Source: an optimization exercise on an open RTL-to-GDS flow (aim: a short achievable clock period and few clock cycles per item). Production flows keep margins and buffers that such runs may drop. In this exercise RTL edits were held to simulation tests only and were not proved equivalent to the original. Power is estimated from default activity; no workload was simulated.

## design/flow/config.mk

```make
export PLATFORM = sky130hd
export DESIGN_NAME = core
export DESIGN_NICKNAME = core
export VERILOG_FILES = /design/flow/design.v
export SDC_FILE = /design/flow/constraint.sdc
export NUM_CORES = 4
export LEC_CHECK = 0
export ABC_CLOCK_PERIOD_IN_PS = 2500
export CAP_MARGIN = 20
export CORE_MARGIN = 2
export CORE_UTILIZATION = 40
export SETUP_SLACK_MARGIN = 3.0
export SLEW_MARGIN = 20
```

## design/flow/constraint.sdc

```tcl
create_clock -name core_clock -period 6.0 [get_ports {clk}]
set_input_delay 1.2000 -clock core_clock [delete_from_list [all_inputs] [get_ports {clk}]]
set_output_delay 1.2000 -clock core_clock [all_outputs]
set_load 0.01 [all_outputs]
```

## design/flow/design.v

```verilog
package core_pkg;
    localparam int xlen       = 32;
    localparam int reg_addr_w = 5;
    typedef logic [xlen-1:0]       word_t;
    typedef logic [reg_addr_w-1:0] reg_addr_t;
    typedef logic [31:0]           instr_t;
    localparam logic [6:0] opc_op     = 7'b0110011;
    localparam logic [6:0] opc_op_imm = 7'b0010011;
    localparam logic [6:0] opc_lui    = 7'b0110111;
    localparam logic [6:0] opc_branch = 7'b1100011;
    localparam logic [2:0] f3_add = 3'b000;
    localparam logic [2:0] f3_sll = 3'b001;
    localparam logic [2:0] f3_slt = 3'b010;
    localparam logic [2:0] f3_xor = 3'b100;
    localparam logic [2:0] f3_srl = 3'b101;
    localparam logic [2:0] f3_or  = 3'b110;
    localparam logic [2:0] f3_and = 3'b111;
    localparam logic [2:0] f3_beq = 3'b000;
    localparam logic [2:0] f3_bne = 3'b001;
    localparam word_t pc_step  = 32'd4;
    localparam word_t reset_pc = 32'h0000_0000;
    typedef enum logic [3:0] {
        alu_add,
        alu_sub,
        alu_sll,
        alu_slt,
        alu_xor,
        alu_srl,
        alu_or,
        alu_and,
        alu_pass_b   
    } alu_op_e;
    typedef struct packed {
        word_t  pc;
        instr_t instr;
    } if_id_t;
    typedef struct packed {
        word_t     pc;
        word_t     rs1_data;
        word_t     rs2_data;
        word_t     imm;
        reg_addr_t rs1;
        reg_addr_t rs2;
        reg_addr_t rd;
        alu_op_e   alu_op;
        logic      alu_src_imm;
        logic      reg_write;
        logic      is_branch;
        logic      branch_ne;
    } id_ex_t;
    typedef struct packed {
        word_t     result;
        reg_addr_t rd;
        logic      reg_write;
    } ex_wb_t;
endpackage
module core (
    input  logic                clk,
    input  logic                rst_n,
    input  core_pkg::instr_t    instr,
    input  logic                instr_gnt,
    output core_pkg::word_t     pc_addr,
    output logic                wb_valid,
    output core_pkg::reg_addr_t wb_rd,
    output core_pkg::word_t     wb_data
);
    logic adv;
    assign adv = instr_gnt;    
    logic [31:0] pc;
    logic [31:0] dir_tab;       
    logic        f_is_br;
    logic        f_hint;
    logic        f_pred;
    logic [31:0] f_pc4;
    logic [31:0] f_tgt;
    logic [13:0] f_lo;
    logic [18:0] f_hi;
    logic [18:0] f_hi_inc;
    logic [18:0] f_hi_dec;
    logic [12:0] f_immb;
    logic        e_mispred;
    logic [31:0] e_alt_pc;
    assign pc_addr = pc;
    assign f_is_br = (instr[6:0] == core_pkg::opc_branch) && (instr[14:13] == 2'b00);
    assign f_hint  = (instr[19:15] == instr[24:20]) ? !instr[12] : instr[12];
    assign f_pred  = f_is_br && (f_hint ^ dir_tab[pc[6:2]]);
    assign f_immb  = {instr[31], instr[7], instr[30:25], instr[11:8], 1'b0};
    assign f_pc4   = pc + 32'd4;
    assign f_hi     = pc[31:13];
    assign f_hi_inc = pc[31:13] + 19'd1;
    assign f_hi_dec = pc[31:13] - 19'd1;
    assign f_lo    = {1'b0, pc[12:0]} + {1'b0, f_immb};
    always_comb begin
        case ({f_immb[12], f_lo[13]})
            2'b01:   f_tgt = {f_hi_inc, f_lo[12:0]};
            2'b10:   f_tgt = {f_hi_dec, f_lo[12:0]};
            default: f_tgt = {f_hi,     f_lo[12:0]};
        endcase
    end
    always_ff @(posedge clk or negedge rst_n) begin
        if (!rst_n) begin
            pc <= core_pkg::reset_pc;
        end else if (adv) begin
            if (e_mispred)   pc <= e_alt_pc;
            else if (f_pred) pc <= f_tgt;
            else             pc <= f_pc4;
        end
    end
    logic        d_valid;
    logic [31:0] d_pc;
    logic [31:0] d_instr;
    logic        d_pred;
    logic        d_hint;
    always_ff @(posedge clk or negedge rst_n) begin
        if (!rst_n) begin
            d_valid <= 1'b0;
        end else if (adv) begin
            d_valid <= !e_mispred;
        end
    end
    always_ff @(posedge clk) begin
        if (adv) begin
            d_pc    <= pc;
            d_instr <= instr;
            d_pred  <= f_pred;
            d_hint  <= f_hint;
        end
    end
    logic [31:0] regs [1:31];
    logic        w_valid;
    logic [4:0]  w_rd;
    logic [31:0] w_res;
    logic [6:0]  d_opc;
    logic [2:0]  d_f3;
    logic [4:0]  d_rd;
    logic [4:0]  d_rs1;
    logic [4:0]  d_rs2;
    logic        d_is_op;
    logic        d_is_opi;
    logic        d_is_lui;
    logic        d_is_br;
    logic        d_writes;
    logic [31:0] d_immi;
    logic [31:0] d_immu;
    logic [31:0] d_immb;
    logic [31:0] d_rf1;
    logic [31:0] d_rf2;
    logic [8:0]  d_op;       
    assign d_opc   = d_instr[6:0];
    assign d_f3    = d_instr[14:12];
    assign d_rd    = d_instr[11:7];
    assign d_rs1   = d_instr[19:15];
    assign d_rs2   = d_instr[24:20];
    assign d_is_op  = d_opc == core_pkg::opc_op;
    assign d_is_opi = d_opc == core_pkg::opc_op_imm;
    assign d_is_lui = d_opc == core_pkg::opc_lui;
    assign d_is_br  = (d_opc == core_pkg::opc_branch) && (d_f3[2:1] == 2'b00);
    assign d_writes = (((d_is_op || d_is_opi) && d_f3 != 3'b011) || d_is_lui) && (d_rd != 5'd0);
    assign d_immi  = {{20{d_instr[31]}}, d_instr[31:20]};
    assign d_immu  = {d_instr[31:12], 12'b0};
    assign d_immb  = {{19{d_instr[31]}}, d_instr[31], d_instr[7], d_instr[30:25], d_instr[11:8], 1'b0};
    always_comb begin
        d_op = 9'b0;
        if (d_is_lui) begin
            d_op[8] = 1'b1;
        end else begin
            case (d_f3)
                3'b000: if (d_is_op && d_instr[30]) d_op[1] = 1'b1; else d_op[0] = 1'b1;
                3'b001: d_op[2] = 1'b1;
                3'b010: d_op[3] = 1'b1;
                3'b100: d_op[4] = 1'b1;
                3'b101: d_op[5] = 1'b1;
                3'b110: d_op[6] = 1'b1;
                3'b111: d_op[7] = 1'b1;
                default: ;
            endcase
        end
    end
    always_comb begin
        if (d_rs1 == 5'd0)                      d_rf1 = 32'd0;
        else if (w_valid && w_rd == d_rs1)      d_rf1 = w_res;
        else                                    d_rf1 = regs[d_rs1];
        if (d_rs2 == 5'd0)                      d_rf2 = 32'd0;
        else if (w_valid && w_rd == d_rs2)      d_rf2 = w_res;
        else                                    d_rf2 = regs[d_rs2];
    end
    logic        e_valid;
    logic [31:0] e_a;
    logic [31:0] e_b;
    logic        e_fwd_a;
    logic        e_fwd_b;
    logic [8:0]  e_op;
    logic        e_writes;
    logic [4:0]  e_rd;
    logic        e_is_br;
    logic        e_ne;
    logic        e_pred;
    logic        e_hint;
    logic [4:0]  e_idx;
    logic        d_use_imm;
    assign d_use_imm = d_is_opi || d_is_lui;
    always_ff @(posedge clk or negedge rst_n) begin
        if (!rst_n) begin
            e_valid <= 1'b0;
        end else if (adv) begin
            e_valid <= d_valid && !e_mispred;
        end
    end
    always_ff @(posedge clk) begin
        if (adv) begin
            e_a      <= d_rf1;
            e_b      <= d_is_lui ? d_immu : (d_is_opi ? d_immi : d_rf2);
            e_fwd_a  <= e_valid && e_writes && (e_rd == d_rs1);
            e_fwd_b  <= e_valid && e_writes && (e_rd == d_rs2) && !d_use_imm;
            e_op     <= d_op;
            e_writes <= d_writes;
            e_rd     <= d_rd;
            e_is_br  <= d_is_br;
            e_ne     <= d_f3[0];
            e_pred   <= d_pred;
            e_hint   <= d_hint;
            e_idx    <= d_pc[6:2];
            e_alt_pc <= d_pred ? d_pc + 32'd4 : d_pc + d_immb;
        end
    end
    logic [31:0] a;
    logic [31:0] b;
    logic [31:0] res;
    logic        e_taken;
    assign a = e_fwd_a ? w_res : e_a;
    assign b = e_fwd_b ? w_res : e_b;
    always_comb begin
        res = 32'd0;
        if (e_op[0]) res = res | (a + b);
        if (e_op[1]) res = res | (a - b);
        if (e_op[2]) res = res | (a << b[4:0]);
        if (e_op[3]) res = res | {31'd0, $signed(a) < $signed(b)};
        if (e_op[4]) res = res | (a ^ b);
        if (e_op[5]) res = res | (a >> b[4:0]);
        if (e_op[6]) res = res | (a | b);
        if (e_op[7]) res = res | (a & b);
        if (e_op[8]) res = res | b;
    end
    assign e_taken   = (a == b) ^ e_ne;
    assign e_mispred = e_valid && e_is_br && (e_taken != e_pred);
    always_ff @(posedge clk or negedge rst_n) begin
        if (!rst_n) begin
            dir_tab <= 32'd0;
        end else if (adv && e_valid && e_is_br) begin
            dir_tab[e_idx] <= e_taken ^ e_hint;
        end
    end
    always_ff @(posedge clk or negedge rst_n) begin
        if (!rst_n) begin
            w_valid <= 1'b0;
        end else if (adv) begin
            w_valid <= e_valid && e_writes;
        end
    end
    always_ff @(posedge clk) begin
        if (adv) begin
            w_res <= res;
            w_rd  <= e_rd;
        end
    end
    always_ff @(posedge clk or negedge rst_n) begin
        if (!rst_n) begin
            for (int i = 1; i < 32; i++) begin
                regs[i] <= 32'd0;
            end
        end else if (adv && w_valid) begin
            regs[w_rd] <= w_res;
        end
    end
    assign wb_valid = w_valid;
    assign wb_rd    = w_rd;
    assign wb_data  = w_res;
endmodule
```

## design/flow/run.sh

```bash
#!/bin/bash
# synth_recipe.tcl (not shown) runs the flow's synth.tcl, then flattens the netlist and writes it again
# the make line also repeats each setting of config.mk as NAME=value (left out here)
make -C /OpenROAD-flow-scripts/flow DESIGN_CONFIG=/design/flow/config.mk WORK_HOME=/design/flow/orfs CLKGATE_MAP_FILE= SYNTH_SCRIPT=/design/flow/synth_recipe.tcl finish
```

==> impl_metrics.yaml <==
outcome:
  status: "complete, no violations"
die:
  fp.dieW_um: 431
  dieHeight_um: 431
  rows: 156
  core_area_um2: 181000
  start_util_pct: 40.3
  num_io_pins: 105
  die_area_um2: 186000
place:
  hpwl_mm: 215
  gp_congestion: 1.01
  portBuffers: 104
  dp.cells: 8949
critical_path:
  crit_top_cell: "o21ai_2"
  cp-end-kind: "flip-flop"
  slowest_stage: "fa_2"
  path_buf_inv: 5
  cp.arrival_ns: 5.12
  path_class: "in2reg"
  path_delay_family: "compound AO/OA/AOI/OAI gates"
  cp-start-kind: "input pin"
  max_stage_delay_ns: 0.34
  critPathMaxFanout: 4
  crit_required_ns: 6.70
synth:
  synthTopCellsByArea: "dfrtp_1 36%, mux2_2 16%, edfxtp_1 9.3%, a22oi_1 6.4%, ha_1 3.0%"
  synth-edff-count: 225
  ys_types: 83
  ys_warn_count: 2
  synthArstFlopShare_pct: 82.5
  syn-num-nets: 6956
  synth_top_area_share_pct: 36.3
  synth_commonest_cells: "1,059 x dfrtp_1, 1,049 x mux2_2, 626 x a22oi_1, 459 x clkbuf_1, 379 x nand2_1"
  synth_seq_cells: 1284
  synth_top_area_cell: "dfrtp_1"
  syn_area_um2: 73000
  synth_top_flop_cell: "dfrtp_1"
  syn_area_per_cell_um2: 10.8
  netlist_instances: 6741
  ys_seq_area_share_pct: 45.6
  yosysMostFrequentCell: "dfrtp_1"
timing:
  hold_viol_final: 0
  fin_setup_tns_ns: 0
  tightest_slew_ns: 1.26
  finalMaxSlewViolations: 0
  period_needed_ns: 4.42
  fmax_mhz: 226
  max-slew-margin-rel_pct: 16.3
  setup_viol: 0
  clock_skew_ns: 0.0524
  rsz0062_at_grt: "yes"
  timing.final.crit_share_pct: 73.7
  whs_ns: 0.383
drt:
  routed_wl_mm: 400
  wl_per_cell_um: 40.2
  num_vias: 73300
  drt_iter0_drc: 15400
  antenna_left: 0
  dr.pass1.iters: 17
  drt_drc_violations_left: 0
  vias_per_cell: 7.35
grt:
  track_usage_pct: 40.3
  antenna_found_initial: 39
  grt_overflow: 0
  grt_start_max_net_pins: 165
  grt_pass1_vias: 67600
  grt_pass1_wl_mm: 530
cells_and_area:
  area_delta_synth_final_pct: 33.7
  nFillCells: 15100
  multiInputGateArea_um2: 42700
  fin_util_pct: 53.9
  nNetsFinal: 7656
  regArea_um2: 33300
  final_cells: 9972
  layout-drive-gt1-share_pct: 41.7
clocking:
  cts.sinks: 1284
  worstSkewPairLatency_ns: 0.86
  cts_buffer_depth: 3
  cts_tree: "done"
  cts_buffers: 147
  clkTransAtPathRegs_ns: 0.06
  h-tree-depth: 4
  cts_root_buf: "clkbuf_16"
  cts_hold_buf: 0
hold_path:
  worstHoldPathType: "in2async"
pwr:
  peakVddDrop_uv: 219
  netSwitchingFraction_pct: 34.4
  seq_power_share_pct: 37.0
  power.density_nw_per_um2: 301
  p_switching_w: 0.0101
  combPwrFrac_pct: 29.4
  clkPwrFrac_pct: 33.6
  finalPower_w: 0.0293
  p_int_w: 0.0192
  p_leak_nw: 42.1
flow_run:
  maxCapViolations: 0
registers in the layout, indices dropped and copies added (netlist names), 5 cells and up:
signal,count
d_instr,32
d_pc,32
dir_tab,32
e_a,32
e_alt_pc,32
e_b,32
e_idx,5
e_op,9
e_rd,5
pc,32
regs,992
w_rd,5
w_res,32
worst paths after layout:
path	startpoint	to	slack, ns	cells after the start
hold reg to reg	d_pc[0]	e_alt_pc[0]	0.43	0
setup reg to reg	pc[1]	pc[26]	1.60	26
hold / removal	rst_n	regs[18][28]	0.38	1
max in group asynchronous	rst_n	regs[6][18]	4.03	2
setup / recovery	instr[8]	pc[26]	1.58	27
min in group core_clock	d_pc[0]	e_alt_pc[0]	0.43	0
cells in the final DEF, fill, tap and decap left out, types with 46 or more instances in the layout:
cell type,n
nand3_1,131
buf_6,173
a22oi_1,552
ha_1,115
xor2_1,55
inv_1,95
nor2_4,87
a221oi_1,123
o21ai_1,49
clkdlybuf4s50_1,46
a221oi_2,47
nand4_1,158
nand2_1,360
a222oi_1,60
o21ai_0,155
edfxtp_1,225
mux2i_1,110
buf_4,582
a21oi_1,202
buf_12,181
mux2_2,1015
nor3_1,50
xnor2_1,71
dfrtp_1,1031
a22o_1,135
nor2_1,245
clkbuf_16,165
a22oi_2,74
cells by family after synthesis:
logic type	synth area share, %
XOR/XNOR	1.64
buffers and inverters	3.75
adder cells (fa/ha/maj)	3.14
multiplexers	18.7
flip-flops	45.6
AO/OA/AOI/OAI	18.5
AND/OR/NAND/NOR	8.76
worst register-to-register path, delay by kind of cell (launching register included):
family	cells	cell delay, ns
AOI/OAI and AO/OA	13	1.72
adders and majority gates	4	0.99
DFF	1	0.42
buffers and inverters	4	0.42
and+or+nand+nor	2	0.30
muxes	2	0.26
xor gates and xnor gates	1	0.19
metal layers:
metal  GRT usage, %  vias to the layer above  routed length (um)
li1               -                    27400                   -
met1           49.3                    36000              139000
met2           53.4                     7258              152000
met3           21.0                     2669               68300
met5          0.937                        -                1020
met4           29.3                       53               41000
layout make-up:
| class | instances | area share (%) |
|---|---|---|
| Tap cell | 2370 | 3.04 |
| Antenna cell | 38 | 0.0975 |
| Timing Repair Buffer | 1116 | 13.1 |
| Clock inverter | 70 | 0.979 |
| Sequential cell | 1284 | 34.1 |
| Clock buffer | 202 | 4.35 |
| Multi-Input combinational cell | 4757 | 43.7 |
| Inverter | 135 | 0.577 |
stage by stage:
| step | setup WS [ns] | instance area, um2 |
|---|---|---|
| final | 1.58 | 97500 |
| after global routing | 1.40 | 97500 |
| after CTS | 1.55 | 92500 |
| after detailed placement | 0.115 | 79100 |
| after global placement | 0.0265 | 79000 |
| after floorplan | 1.05 | 74100 |
power by group through the flow:
stage | clock, W | sequential [W] | combinational, W
4_1_cts | 0.00977 | 0.0107 | 0.00764
3_5_place_dp | 0 | 0.0109 | 0.00611
3_3_place_gp | 0 | 0.0109 | 0.00605
2_1_floorplan | 0 | 0.0106 | 0.00384
6_report | 0.00984 | 0.0108 | 0.00863
5_1_grt | 0.0102 | 0.0109 | 0.00894
what timing repair did:
item / 4_1_cts / 5_1_grt
resized for setup: 889 / 568
pin swaps: 283 / 369
cloned: 37 / 17
buffers inserted: 431 / 227
endpoints found under the setup margin: 847 / 569
Testbench counts, summed over its fixed seeds: cycles 22,686, writes 12,000.

## re-timing with driven ports
The flow's constraints put no driver on any port. The routed layout listed below was extracted and timed again, unchanged, in two steps. Step 1 assumes that a clkbuf_16 drives the clock port and a buf_2 every other input. Step 2 times the ports against the registers' clock, not the clock port: input delays grow and output delays shrink by t, the midpoint of the rising clock arrivals with the driver on. Three values: ideal, step 1, step 2; two values: the first two.
t (ns): 0.926
setup WS [ns]: 1.580 / 1.595 / 0.693
hold slack, ns: 0.383 / 0.342 / 0.426
worst setup path after step 2: input to register
worst register clock-pin slew, ns: 0.07 / 0.07
After both steps this run still meets setup and hold. For this run, drivers alone change the setup slack by +0.015 ns; drivers and shift together by -0.887 ns.
